Source: an optimization exercise on an open RTL-to-GDS flow (aim: small area, a short achievable clock period and few clock cycles per item). Production flows keep margins and buffers that such runs may drop.
Function was checked by simulation only, so behaviour that the tests miss may differ from the original.

==> 05-08 <==
Design fp_mult_unit, start of the top module:
module fp_mult_unit
(
    input  logic                clk,
    input  logic                rst_n,
    input  logic                clk_en,
    input  logic                start,
    input  logic [FP_WIDTH-1:0] dataa,
    input  logic [FP_WIDTH-1:0] datab,
    output logic [FP_WIDTH-1:0] result,
    output logic                done,
    output logic                busy
);
export LEC_CHECK = 0
export ABC_AREA = 1
export CAP_MARGIN = 20
export CORE_MARGIN = 2
export CORE_UTILIZATION = 72
export PLACE_DENSITY = 0.8
export SETUP_SLACK_MARGIN = 3
export SLEW_MARGIN = 20
create_clock -name core_clock -period 12.0 [get_ports {clk}]
standard.sh (not shown) runs the stock make flow with config.mk's settings and CLKGATE_MAP_FILE= SYNTH_SCRIPT=/design/flow/synth_recipe.tcl, a recipe that flattens the netlist after the stock synthesis.
==> flow/flow/run.sh <==
#!/bin/bash
# Own layout flow: the standard flow, with two changes.
#  1. The ports are buffered with buf_4 instead of the buffer buffer_ports
#     picks by default (the inputs fan out straight into the multiplier).
#  2. Between synthesis and floorplan, flow/fixinv.py re-polarises the full
#     adders of the standard synthesis (a full adder is self-dual) so that
#     fewer inverters sit between them; registers and logic function are
#     unchanged.
set -euo pipefail
cd "$(dirname "$0")/.."
export BUFFER_PORTS_ARGS="-buffer_cell sky130_fd_sc_hd__buf_4"
R=orfs/results/sky130hd/fp_mult_unit/base
bash standard.sh synth > synth.log 2>&1
cp $R/1_2_yosys.v 1_2_yosys.standard.v
python3 flow/fixinv.py 1_2_yosys.standard.v 1_2_yosys.fixinv.v > fixinv.log 2>&1
cp 1_2_yosys.fixinv.v $R/1_2_yosys.v
rm -f $R/1_synth.odb $R/1_synth.sdc
bash standard.sh > layout.log 2>&1
Other scripts of this flow, unchanged in this note and not shown: flow/flow/fixinv.py
==> inputs of 09-23, as changes to 05-08 <==
--- a/flow/design.v
+++ b/flow/design.v
@@ -995,19 +995,17 @@
     wire c588 = (c580 & s585) | (c580 & c582) | (s585 & c582);
     wire s589 = pp11_24 ^ c586;
     wire c590 = pp11_24 & c586;
     assign s = {c590, s589, c584, s583, c572, s571, c556, s555, c536, s535, c512, s511, c484, s483, c452, s451, c416, s415, c376, s375, c332, c308, s307, s283, s261, c220, c200, c180, s177, c144, c128, c112, c98, c84, s81, c60, c50, s47, s37, c24, s21, s15, s9, s5, c2, pp1_0, pp0_1, neg0};
     assign c = {1'b0, c588, s587, c578, s577, c564, s563, c546, s545, c524, s523, c498, s497, c468, s467, c434, s433, c396, s395, c354, s353, s331, c284, c262, 1'b0, s239, s219, s199, s179, s161, s143, s127, s111, s97, s83, s71, s59, s49, s39, s31, s23, s17, s11, s7, s3, s1, 1'b0, pp0_0};
 endmodule
-module fp_sig_add
+module fp_sig_lowc
 (
-    input  logic [47:0] s,
-    input  logic [47:0] c,
-    output logic        c22o,
-    output logic [23:0] u0,
-    output logic [23:0] u1
+    input  logic [21:0] s,
+    input  logic [21:0] c,
+    output logic        c22o
 );
     wire lg0 = s[0] & c[0];
     wire lp0 = s[0] ^ c[0];
     wire lg1 = s[1] & c[1];
     wire lp1 = s[1] ^ c[1];
     wire lg2 = s[2] & c[2];
@@ -1138,12 +1136,21 @@
     wire lP4_19 = lP1_19 & lP3_15;
     wire lG4_20 = lG2_20 | (lP2_20 & lG3_15);
     wire lP4_20 = lP2_20 & lP3_15;
     wire lG4_21 = lG2_21 | (lP2_21 & lG3_15);
     wire lP4_21 = lP2_21 & lP3_15;
     wire c22 = lG4_21;
+    assign c22o = c22;
+endmodule
+module fp_sig_add
+(
+    input  logic [47:0] s,
+    input  logic [47:0] c,
+    output logic [23:0] u0,
+    output logic [23:0] u1
+);
     wire ug0 = s[24] & c[24];
     wire up0 = s[24] ^ c[24];
     wire ug1 = s[25] & c[25];
     wire up1 = s[25] ^ c[25];
     wire ug2 = s[26] & c[26];
     wire up2 = s[26] ^ c[26];
@@ -1338,13 +1345,12 @@
     wire u0_21 = up21 ^ uG4_20;
     wire u1_21 = up21 ^ (uG4_20 | uP4_20);
     wire u0_22 = up22 ^ uG4_21;
     wire u1_22 = up22 ^ (uG4_21 | uP4_21);
     wire u0_23 = up23 ^ uG4_22;
     wire u1_23 = up23 ^ (uG4_22 | uP4_22);
-    assign c22o = c22;
     assign u0 = {u0_23, u0_22, u0_21, u0_20, u0_19, u0_18, u0_17, u0_16, u0_15, u0_14, u0_13, u0_12, u0_11, u0_10, u0_9, u0_8, u0_7, u0_6, u0_5, u0_4, u0_3, u0_2, u0_1, u0_0};
     assign u1 = {u1_23, u1_22, u1_21, u1_20, u1_19, u1_18, u1_17, u1_16, u1_15, u1_14, u1_13, u1_12, u1_11, u1_10, u1_9, u1_8, u1_7, u1_6, u1_5, u1_4, u1_3, u1_2, u1_1, u1_0};
 endmodule
 module fp_mult_unit
 (
     input  logic                clk,
@@ -1363,87 +1369,98 @@
             tz24 = 5'd23;
             for (i = 22; i >= 0; i = i - 1)
                 if (f[i]) tz24 = i[4:0];
         end
     endfunction
     fp_pkg::fp_unpacked_t   ua_c, ub_c;
-    logic                   sign_c, spec_c;
-    logic [FP_WIDTH-1:0]    spec_res_c;
     logic [47:0]            s_c, c_c;
-    logic                   c22_c, cin0_c, cin1_c, q0_23_c;
-    logic [23:0]            u0_c, u1_c;           
-    logic [23:0]            q0u_c, q1u_c;         
+    logic                   c22_c;
     logic [5:0]             tz_c;
-    logic                   tie0_c, tie1_c, n_c;
-    logic signed [9:0]      e0_c, e1_c;
-    logic                   ovf0_c, unf0_c, ovf1_c, unf1_c;
-    logic [FP_WIDTH-1:0]    r0_c, r1_c, result_c;
-    logic [FP_WIDTH-1:0]    result_q;
+    logic                   nan_c, inf_c, zero_c;
+    logic [47:22]           s_q;             
+    logic [47:22]           c_q;             
+    logic                   c22_q;           
+    logic                   sign_q;          
+    logic                   nan_q, inf_q, zero_q;    
+    logic signed [9:0]      e0_q;            
+    logic                   tie0_q, tie1_q;  
     logic                   done_q;
+    logic                   cin0_c, cin1_c, q0_23_c, n_c;
+    logic [23:0]            u0_c, u1_c;      
+    logic [23:0]            q0u_c, q1u_c;    
+    logic signed [9:0]      e1_c;
+    logic                   ovf0_c, unf0_c, ovf1_c, unf1_c;
+    logic [FP_WIDTH-1:0]    r0_c, r1_c;
     fp_classify u_cls_a (.op(dataa), .unp(ua_c));
     fp_classify u_cls_b (.op(datab), .unp(ub_c));
     fp_sig_tree u_tree (.fa(dataa[22:0]), .fb(datab[22:0]), .s(s_c), .c(c_c));
-    fp_sig_add  u_add  (.s(s_c), .c(c_c), .c22o(c22_c), .u0(u0_c), .u1(u1_c));
+    fp_sig_lowc u_lowc (.s(s_c[21:0]), .c(c_c[21:0]), .c22o(c22_c));
     always_comb begin
-        sign_c = ua_c.sign ^ ub_c.sign;
-        spec_c = 1'b1;
-        if (ua_c.cls == FP_NAN || ub_c.cls == FP_NAN ||
-            (ua_c.cls == FP_INF  && ub_c.cls == FP_ZERO) ||
-            (ua_c.cls == FP_ZERO && ub_c.cls == FP_INF)) begin
-            spec_res_c = QNAN;
-        end else if (ua_c.cls == FP_INF || ub_c.cls == FP_INF) begin
-            spec_res_c = {sign_c, {EXP_WIDTH{1'b1}}, {MAN_WIDTH{1'b0}}};
-        end else if (ua_c.cls == FP_ZERO || ub_c.cls == FP_ZERO) begin
-            spec_res_c = {sign_c, {(FP_WIDTH-1){1'b0}}};
-        end else begin
-            spec_c     = 1'b0;
-            spec_res_c = '0;
+        nan_c  = ua_c.cls == FP_NAN || ub_c.cls == FP_NAN ||
+                 (ua_c.cls == FP_INF  && ub_c.cls == FP_ZERO) ||
+                 (ua_c.cls == FP_ZERO && ub_c.cls == FP_INF);
+        inf_c  = ua_c.cls == FP_INF || ub_c.cls == FP_INF;
+        zero_c = ua_c.cls == FP_ZERO || ub_c.cls == FP_ZERO;
+        tz_c   = 6'(tz24(dataa[22:0])) + 6'(tz24(datab[22:0]));
+    end
+    always_ff @(posedge clk) begin
+        if (clk_en) begin
+            s_q    <= s_c[47:22];
+            c_q    <= c_c[47:22];
+            c22_q  <= c22_c;
+            sign_q <= ua_c.sign ^ ub_c.sign;
+            nan_q  <= nan_c;
+            inf_q  <= inf_c;
+            zero_q <= zero_c;
+            e0_q   <= $signed(10'(ua_c.exp)) + $signed(10'(ub_c.exp)) - 10'sd127;
+            tie0_q <= (tz_c == 6'd22);
+            tie1_q <= (tz_c == 6'd23);
         end
     end
+    always_ff @(posedge clk or negedge rst_n) begin
+        if (!rst_n)
+            done_q <= 1'b0;
+        else if (clk_en)
+            done_q <= start;
+    end
+    fp_sig_add u_add (.s({s_q, 22'd0}), .c({c_q, 22'd0}), .u0(u0_c), .u1(u1_c));
     always_comb begin
-        cin0_c  = c22_c ? (s_c[23] | (s_c[22] & c_c[22])) : (s_c[23] & (s_c[22] | c_c[22]));
-        cin1_c  = c22_c ? (s_c[23] | s_c[22] | c_c[22])   : (s_c[23] | (s_c[22] & c_c[22]));
-        q0_23_c = c22_c ? ~(s_c[23] ^ (s_c[22] & c_c[22])) : (s_c[23] ^ (s_c[22] | c_c[22]));
-        tz_c    = 6'(tz24(dataa[22:0])) + 6'(tz24(datab[22:0]));
-        tie0_c  = (tz_c == 6'd22);
-        tie1_c  = (tz_c == 6'd23);
-        e0_c    = $signed(10'(ua_c.exp)) + $signed(10'(ub_c.exp)) - 10'sd127;
-        e1_c    = $signed(10'(ua_c.exp)) + $signed(10'(ub_c.exp)) - 10'sd126;
-        ovf0_c  = (e0_c >= 10'sd255);
-        unf0_c  = (e0_c <= 10'sd0);
+        cin0_c  = c22_q ? (s_q[23] | (s_q[22] & c_q[22])) : (s_q[23] & (s_q[22] | c_q[22]));
+        cin1_c  = c22_q ? (s_q[23] | s_q[22] | c_q[22])   : (s_q[23] | (s_q[22] & c_q[22]));
+        q0_23_c = c22_q ? ~(s_q[23] ^ (s_q[22] & c_q[22])) : (s_q[23] ^ (s_q[22] | c_q[22]));
+        e1_c    = e0_q + 10'sd1;
+        ovf0_c  = (e0_q >= 10'sd255);
+        unf0_c  = (e0_q <= 10'sd0);
         ovf1_c  = (e1_c >= 10'sd255);
         unf1_c  = (e1_c <= 10'sd0);
         q0u_c   = cin0_c ? u1_c : u0_c;
         q1u_c   = cin1_c ? u1_c : u0_c;
         n_c     = q0u_c[23];
-        if (spec_c)
-            r0_c = spec_res_c;
+        if (nan_q)
+            r0_c = QNAN;
+        else if (inf_q)
+            r0_c = {sign_q, {EXP_WIDTH{1'b1}}, {MAN_WIDTH{1'b0}}};
+        else if (zero_q)
+            r0_c = {sign_q, {(FP_WIDTH-1){1'b0}}};
         else if (ovf0_c)
-            r0_c = {sign_c, {EXP_WIDTH{1'b1}}, {MAN_WIDTH{1'b0}}};
+            r0_c = {sign_q, {EXP_WIDTH{1'b1}}, {MAN_WIDTH{1'b0}}};
         else if (unf0_c)
-            r0_c = {sign_c, {(FP_WIDTH-1){1'b0}}};
+            r0_c = {sign_q, {(FP_WIDTH-1){1'b0}}};
         else
-            r0_c = {sign_c, e0_c[EXP_WIDTH-1:0], q0u_c[21:0], q0_23_c & ~tie0_c};
-        if (spec_c)
-            r1_c = spec_res_c;
+            r0_c = {sign_q, e0_q[EXP_WIDTH-1:0], q0u_c[21:0], q0_23_c & ~tie0_q};
+        if (nan_q)
+            r1_c = QNAN;
+        else if (inf_q)
+            r1_c = {sign_q, {EXP_WIDTH{1'b1}}, {MAN_WIDTH{1'b0}}};
+        else if (zero_q)
+            r1_c = {sign_q, {(FP_WIDTH-1){1'b0}}};
         else if (ovf1_c)
-            r1_c = {sign_c, {EXP_WIDTH{1'b1}}, {MAN_WIDTH{1'b0}}};
+            r1_c = {sign_q, {EXP_WIDTH{1'b1}}, {MAN_WIDTH{1'b0}}};
         else if (unf1_c)
-            r1_c = {sign_c, {(FP_WIDTH-1){1'b0}}};
+            r1_c = {sign_q, {(FP_WIDTH-1){1'b0}}};
         else
-            r1_c = {sign_c, e1_c[EXP_WIDTH-1:0], q1u_c[22:1], q1u_c[0] & ~tie1_c};
-        result_c = n_c ? r1_c : r0_c;
-    end
-    always_ff @(posedge clk or negedge rst_n) begin
-        if (!rst_n)
-            done_q <= 1'b0;
-        else if (clk_en)
-            done_q <= start;
-    end
-    always_ff @(posedge clk) begin
-        if (clk_en)
-            result_q <= result_c;
+            r1_c = {sign_q, e1_c[EXP_WIDTH-1:0], q1u_c[22:1], q1u_c[0] & ~tie1_q};
     end
-    assign result = result_q;
+    assign result = n_c ? r1_c : r0_c;
     assign done   = done_q;
     assign busy   = done_q;
 endmodule
CORE_UTILIZATION = 60   (was 72)
PLACE_DENSITY = 0.7   (was 0.8)
SETUP_SLACK_MARGIN = 5   (was 3)
==> inputs of 01-13, as changes to 05-08 <==
CORE_UTILIZATION = 60   (was 72)
PLACE_DENSITY = 0.7   (was 0.8)
==> qor summary <==
| quantity | 09-23 | 05-08 | 01-13 |
|---|---|---|---|
| Status | no timing/DRC/antenna violations | no timing/DRC/antenna violations | no timing/DRC/antenna violations |
| Master of the slowest instance on the critical path | clkinvlp_2 | fa_1 | fa_1 |
| Netlist Area Pre-Place | 17,700 sq um | 17,400 sq um | 17,400 sq um |
| Routing usage on met1 | 48.5% | 56.0% | 49.6% |
| Drt wl/cell | 22.2 microns | 24.0 microns | 21.4 microns |
| Clock insertion delay at the later pin of the skew report | 360 ps | 280 ps | 270 ps |
| Data required time of the critical path | 12,110 ps | 12,030 ps | 12,140 ps |
| Total setup buffers inserted after CTS | 6 | 6 | 10 |
| Routability congestion estimate from global placement | 0.970 | 1.04 | 1.01 |
| First-pass GRT wire length | 87,100 microns | 89,200 microns | 89,200 microns |
| Number of global-route vias before repair | 15,830 | 16,767 | 16,180 |
| N_diodes | 1 | 0 | 0 |
| Arrival time at the worst endpoint | 7090 ps | 8890 ps | 8960 ps |
| Cts bufs inserted | 9 | 5 | 5 |
| Crit path largest cell delay | 610 ps | 520 ps | 490 ps |
| Worst max-slew margin expressed relative to the limit | 28.5% | 42.4% | 44.0% |
| Post-synthesis cell count | 2,102 | 2,244 | 2,244 |
| Share of layout cells above drive strength 1 | 10.7% | 15.9% | 14.3% |
| Depth of the CTS H-tree | 3 | 2 | 2 |
| Area taken by flip-flops and latches | 2040 sq um | 986 sq um | 986 sq um |
| Average instance area after synthesis | 8.44 sq um | 7.74 sq um | 7.74 sq um |
| Die area | 31,000 sq um | 25,400 sq um | 30,300 sq um |
Testbench counts of 05-08, summed over its fixed seeds: cycles 8,000, items 8,000.
Testbench counts of 09-23, summed over its fixed seeds: cycles 8,000, items 8,000.
Testbench counts of 01-13, summed over its fixed seeds: cycles 8,000, items 8,000.

==> static timing again, ports no longer ideal <==
The results above use ideal ports. As a check the final layouts listed here were re-extracted and re-timed, cells and wires unchanged.
Step 1 (the two cells are an assumption about what drives the block):
set clk [get_ports {clk}]
set_driving_cell -lib_cell sky130_fd_sc_hd__clkbuf_16 $clk
set_driving_cell -lib_cell sky130_fd_sc_hd__buf_2 [delete_from_list [all_inputs] $clk]
Step 2 times the ports against the registers' clock, not the clock port: input delays grow and output delays shrink by t, the midpoint of the rising clock arrivals with the driver on.
a / b / c = ideal / step 1 / step 2; a / b = the first two.
run	t, ns	setup WS [ns]	slew at the worst register clock pin (ns)
05-08	0.314	3.138 / 3.138 / 2.824	0.05 / 0.05
09-23	0.400	5.019 / 5.024 / 4.624	0.06 / 0.06
01-13	0.306	3.185 / 3.168 / 2.861	0.05 / 0.05
After both steps setup and hold are still met in every run listed. The setup slack of 09-23, which loses most, moves by +0.005 ns with the drivers and by -0.395 ns with both steps.
